This design comes from an exercise in tuning for small area, a short achievable clock period and few clock cycles on the open sky130 flow, not from production work.
Only simulation tests tie the RTL to the original design; equivalence was not proved.
No activity file was given, so power comes from the tool's default toggle rates.

==> flow/design.v (excerpt) <==
module md5_message_digest (
   input  logic                            clock,
   input  logic                            reset,
   input  logic                            req_valid,
   output logic                            req_ready,
   input  logic [md5_pkg::WORD_W-1:0]      req_word,
   input  logic [md5_pkg::COUNT_W-1:0]     req_bytes,
   input  logic                            req_last,
   output logic                            rsp_valid,
   input  logic                            rsp_ready,
   output logic [md5_pkg::WORD_W-1:0]      rsp_word,
   output logic [md5_pkg::DIDX_W-1:0]      rsp_index,
   output logic                            rsp_done
);
   logic [31:0] ring [16];
   logic [31:0] b_ff, c_ff, d_ff, p_ff, f1_ff, f0_ff;
   logic [31:0] q_ff [4];
   logic [4:0]  widx_ff, widx_n;    
   logic        wnew_ff, wnew_n;    
   logic        wpad_ff, wpad_n;    
   logic        wpend_ff, wpend_n;  
   logic        wlen_ff, wlen_n;    
   logic        wstart_ff, wstart_n;  
   logic        wfirst_ff, wfirst_n;  
   logic [3:0]  base_ff, base_n;    
   logic [58:0] nw_ff, nw_n;        
   logic        nwc_ff, nwc_n;      
   logic [1:0]  tail_ff, tail_n;    
   logic        run_ff, run_n;      
   logic        fold_ff, fold_n;    
   logic [5:0]  step_ff, step_n;
   logic        efirst_ff, efirst_n;
   logic        efinal_ff, efinal_n;
   logic        round_ff, round_n;  
  ...
For scale: about 6800 cells after synthesis, ~1100 flip-flops, roughly 77 I/O pins.
clock: 11.0 ns
lec_check: 0
abc_area: 1
cap_margin: 20
core_margin: 2
core_utilization: 55
setup_slack_margin: 5
slew_margin: 20
tns_end_percent: 0
standard.sh (not shown) runs the stock make flow with config.mk's settings and CLKGATE_MAP_FILE= SYNTH_SCRIPT=/design/flow/synth_recipe.tcl, a recipe that flattens the netlist after the stock synthesis.
==> flow/flow/run.sh <==
#!/bin/bash
# Standard layout with a stronger setup repair target and buf_4 port buffers;
# make's full output goes to orfs_make.log.
set -euo pipefail
bash standard.sh SETUP_SLACK_MARGIN=7 "BUFFER_PORTS_ARGS=-buffer_cell sky130_fd_sc_hd__buf_4" finish > orfs_make.log 2>&1
Testbench counts at the start, summed over its fixed seeds: cycles 45,028.
Then changed:
==> flow/flow/run.sh (replaced) <==
#!/bin/bash
# Standard layout with a stronger setup repair target and buf_4 port buffers;
# make's full output goes to orfs_make.log.
set -euo pipefail
bash standard.sh SETUP_SLACK_MARGIN=8 "BUFFER_PORTS_ARGS=-buffer_cell sky130_fd_sc_hd__buf_4" finish > orfs_make.log 2>&1
The new run completed without violations.
First-iteration DRC count is higher by a few percent.
Register-to-register slack gets worse by 0.04 ns.
Sequential share of layout area stays flat.
Routed wire length stays flat.
Non-clock buffer count went down by 4.
Power stays flat.
Count of clock-buffer cells in the layout stays the same.
Setup slack loses 0.043 ns.
Final cell count is about the same.
Utilization decreases by 0.14 points.
Worst hold slack got worse by 0.0076 ns.
Then changed:
--- a/flow/config.mk
+++ b/flow/config.mk
@@ -10,3 +10,4 @@
 export CORE_MARGIN = 2
-export CORE_UTILIZATION = 55
+export CORE_UTILIZATION = 65
+export PLACE_DENSITY = 0.75
 export SETUP_SLACK_MARGIN = 5
What happened:
- The changed run produced a clean layout
- synthesized cell count is unchanged
- cell count goes down by about 2.5%
- worst setup slack is worse by 0.015 ns
- sequential cell count stays the same
- total power goes up by about 1.2%
- critical path depth goes down by 2
- via count goes up by about 5%
- worst hold slack is worse by 0.039 ns


md5_message_digest, a different RTL version from the one above (not shown whole).
Size in the first run: about 1100 flip-flops, roughly 77 I/O pins, roughly 53000 µm² of cells after synthesis.
clock: 11.0 ns
lec_check: 0
abc_area: 1
cap_margin: 20
core_margin: 2
core_utilization: 55
setup_slack_margin: 5
slew_margin: 20
tns_end_percent: 25
==> flow/flow/run.sh <==
#!/bin/bash
# Standard layout with a stronger setup repair target and buf_4 port buffers;
# make's full output goes to orfs_make.log.
set -euo pipefail
bash standard.sh SETUP_SLACK_MARGIN=7 "BUFFER_PORTS_ARGS=-buffer_cell sky130_fd_sc_hd__buf_4" finish > orfs_make.log 2>&1
Testbench counts at the start, summed over its fixed seeds: cycles 45,028.
Next try:
--- a/flow/config.mk
+++ b/flow/config.mk
@@ -13,2 +13,2 @@
 export SLEW_MARGIN = 20
-export TNS_END_PERCENT = 25
+export TNS_END_PERCENT = 0
The changed run produced a clean layout.
Via count falls by 0.50%.
Count of clock-buffer cells in the layout rose by 7.
Die area is unchanged.

-- separate check: timing with driven ports --
How much do the figures lean on ideal ports? The routed layouts below were timed once more, with nothing changed but the port constraints.
Step 1 assumes that a clkbuf_16 drives the clock port and a buf_2 every other input.
Step 2, shift: input delay + t, output delay - t, t = (earliest + latest rising clock arrival at the registers) / 2. This alone moves slack from input paths to output paths.
a / b / c = ideal / step 1 / step 2; a / b = the first two.
run	t, ns	slack for setup (ns)	latest minus earliest clock arrival (ns)	slew at the worst register clock pin (ns)	worst data-port slew with drivers (ns)
the first run of note 1	0.762	6.912 / 6.912 / 6.210	0.086 / 0.085	0.07 / 0.07	0.04
the second run of note 1	0.771	6.869 / 6.869 / 6.216	0.088 / 0.088	0.07 / 0.07	0.04
the third run of note 1	0.770	6.854 / 6.854 / 6.389	0.092 / 0.092	0.07 / 0.07	0.05
the first run of note 2	0.791	7.007 / 7.007 / 6.480	0.070 / 0.071	0.07 / 0.07	0.04
the second run of note 2	0.788	6.953 / 6.953 / 6.380	0.081 / 0.080	0.07 / 0.07	0.05
After both steps setup and hold are still met in every run listed. For the first run of note 1, which loses most, drivers alone change the setup slack by 0.000 ns; drivers and shift together by -0.702 ns.
